What follows belongs to an exercise in optimizing a design on an open flow for small area, a short achievable clock period and few clock cycles; a production flow would make more cautious choices. The RTL was checked by simulation tests, not by an equivalence proof against the original design. Power and IR drop assume default switching activity.

== 11-24 ==
Design csr_nfa_top, start of the top module:
module csr_nfa_top
(
	input logic clk,
	input logic reset,
	input csr_nfa_pkg::state_idx_t num_states,
	output logic char_ready,
	input logic char_valid,
	input csr_nfa_pkg::symbol_t char_a,
	input csr_nfa_pkg::symbol_t char_b,
	output logic rd_en,
	output csr_nfa_pkg::line_addr_t rd_addr,
	input csr_nfa_pkg::mem_line_t rd_data,
	output logic accept_a,
	output logic accept_b
);
	localparam int NS = 64;    
	localparam int NL = NS / 4 + 1;         
	localparam int PW = 18;                 
	function automatic logic [NL-1:0] low_oh(input logic [NL-1:0] v);
		logic seen;
		seen = 1'b0;
		for (int i = 0; i < NL; i++)
		begin
			low_oh[i] = v[i] && !seen;
			seen = seen || v[i];
		end
	endfunction
	function automatic logic [4:0] enc17(input logic [NL-1:0] oh);
		enc17 = '0;
		for (int i = 0; i < NL; i++)
			if (oh[i])
				enc17 = enc17 | 5'(i);
	endfunction
	function automatic logic [PW-1:0] add_base(input logic [PW-1:0] p, input logic [6:0] b);
		logic [7:0] lo;
		logic [PW-8:0] hi1;
		lo = {1'b0, p[6:0]} + {1'b0, b};
		hi1 = p[PW-1:7] + 1'b1;
		add_base = {lo[7] ? hi1 : p[PW-1:7], lo[6:0]};
	endfunction
	function automatic logic [NL-1:0] dec17(input logic [4:0] g);
		for (int i = 0; i < NL; i++)
			dec17[i] = (g == 5'(i));
	endfunction
	function automatic logic [NL-1:0] need_lines(input logic [NS-1:0] u);
		logic [NS+4:0] ext;
		ext = {4'b0, u, 1'b0};
		for (int g = 0; g < NL; g++)
			need_lines[g] = |ext[4*g +: 5];
	endfunction
	function automatic logic [3:0] line_flags(input logic [NS-1:0] u, input logic [NL-1:0] oh);
		logic [NS+3:0] ext;
		ext = {3'b0, u, 1'b0};
		line_flags = '0;
		for (int g = 0; g < NL; g++)
			line_flags = line_flags | (ext[4*g +: 4] & {4{oh[g]}});
	endfunction
	logic [6:0] n1_q;
	logic [5:0] nm1_q;
	always_ff @(posedge clk)
		if (reset)
		begin
			n1_q <= num_states[6:0] + 7'd1;
			nm1_q <= num_states[5:0] - 6'd1;
		end
	logic running;
	logic quiet;
	logic quiet_d;
	csr_nfa_pkg::symbol_t ca_q;
	csr_nfa_pkg::symbol_t cb_q;
	logic [NS-1:0] cur_a;
	logic [NS-1:0] cur_b;
	logic [NS-1:0] nxt_a;
	logic [NS-1:0] nxt_b;
	logic [NL-1:0] pend;
  ...
Size in the first run: about 190 I/O pins, about 0.029 mm² of cells after synthesis.
export LEC_CHECK = 0
export ABC_AREA = 0
export CAP_MARGIN = 35
export CELL_PAD_IN_SITES_DETAIL_PLACEMENT = 0
export CELL_PAD_IN_SITES_GLOBAL_PLACEMENT = 1
export CORE_MARGIN = 2
export CORE_UTILIZATION = 45
export CTS_CLUSTER_DIAMETER = 80
export CTS_CLUSTER_SIZE = 22
export SETUP_SLACK_MARGIN = 5
export SLEW_MARGIN = 35
create_clock -name core_clock -period 10.0 [get_ports {clk}]
standard.sh (not shown) runs the stock make flow with config.mk's settings and CLKGATE_MAP_FILE= SYNTH_SCRIPT=/design/flow/synth_recipe.tcl, a recipe that flattens the netlist after the stock synthesis.
==> flow/flow/run.sh <==
#!/bin/bash
# The standard layout, with repair_timing aiming at a larger setup margin
# and plain buffers (instead of the default delay-cell buffers) on the ports
set -euo pipefail
bash standard.sh SETUP_SLACK_MARGIN=6.6 "BUFFER_PORTS_ARGS=-buffer_cell sky130_fd_sc_hd__buf_4" finish > standard_run.log 2>&1
Testbench counts of 11-24, summed over its fixed seeds: cycles 100,107.
### 11-24 -> 05-01
-- flow/design.v --
<<< 11-24, line 468
		end
	end
	logic [7:0] thr_hi;
	logic [7:0] eq_hi;
	logic [7:0] thr_lo;
	always_comb
		for (int k = 0; k < 8; k++)
		begin
			thr_hi[k] = (3'(k) < nm1_q[5:3]);
			eq_hi[k] = (3'(k) == nm1_q[5:3]);
			thr_lo[k] = (3'(k) <= nm1_q[2:0]);
		end
	always_ff @(posedge clk)
	begin
>>> 05-01, line 468
		end
	end
	always_ff @(posedge clk)
	begin
<<< 11-24, line 485
		begin
			w = csr_nfa_pkg::lane_word(rd_data, 2'(l));
			ok = !reset && dt_edge && (w[23:6] == '0)
				&& (thr_hi[w[5:3]] || (eq_hi[w[5:3]] && thr_lo[w[2:0]]));
			lm_a[l] <= ok && dt_la[l] && (w[31:24] == ca_q);
			lm_b[l] <= ok && dt_lb[l] && (w[31:24] == cb_q);
>>> 05-01, line 475
		begin
			w = csr_nfa_pkg::lane_word(rd_data, 2'(l));
			ok = !reset && dt_edge && (w[23:6] == '0) && (w[5:0] <= nm1_q);
			lm_a[l] <= ok && dt_la[l] && (w[31:24] == ca_q);
			lm_b[l] <= ok && dt_lb[l] && (w[31:24] == cb_q);
## What came out
- As far as clock buffer and inverter area fraction after layout is concerned, 05-01 and 11-24 perform about the same.
- Looking at cell area after synthesis, 05-01 sits 1.5% higher than 11-24 does.
- Against 11-24, 05-01 reports a total internal power that is higher.
- 05-01 consumes more power than 11-24 does.
- 11-24 ended up with fewer cell instances than 05-01 did.
- Result: PASS for each of 11-24 and 05-01
- Wire length ends up higher on 05-01.
- Of the two values seen for timing endpoint of the critical path, lm_a[0] was produced by 05-01 and pend[3] by 11-24.
- Delta (05-01 minus 11-24): via count has increased, synthesized cell count has increased.
Testbench counts of 05-01, summed over its fixed seeds: cycles 100,107.

what the ideal ports hide:
The results above use ideal ports. As a check the final layouts listed here were re-extracted and re-timed, cells and wires unchanged. Step 1: set_driving_cell puts a clkbuf_16 on clk and a buf_2 on each other input, an assumption about the parent block. Step 2 moves the port delays by t, midway between the first and last clock arrival at a register: inputs arrive t later, outputs are due t later. That takes back most of the time a late clock gives input paths. Three values: ideal, step 1, step 2; two values: the first two.
run	shift t [ns]	setup WS [ns]	latest minus earliest clock arrival (ns)
11-24	0.661	6.573 / 6.573 / 5.977	0.047 / 0.047
05-01	0.662	6.491 / 6.511 / 5.849	0.036 / 0.036
After both steps setup and hold are still met in every run listed. For 05-01, which loses most, drivers alone change the setup slack by +0.020 ns; drivers and shift together by -0.642 ns.
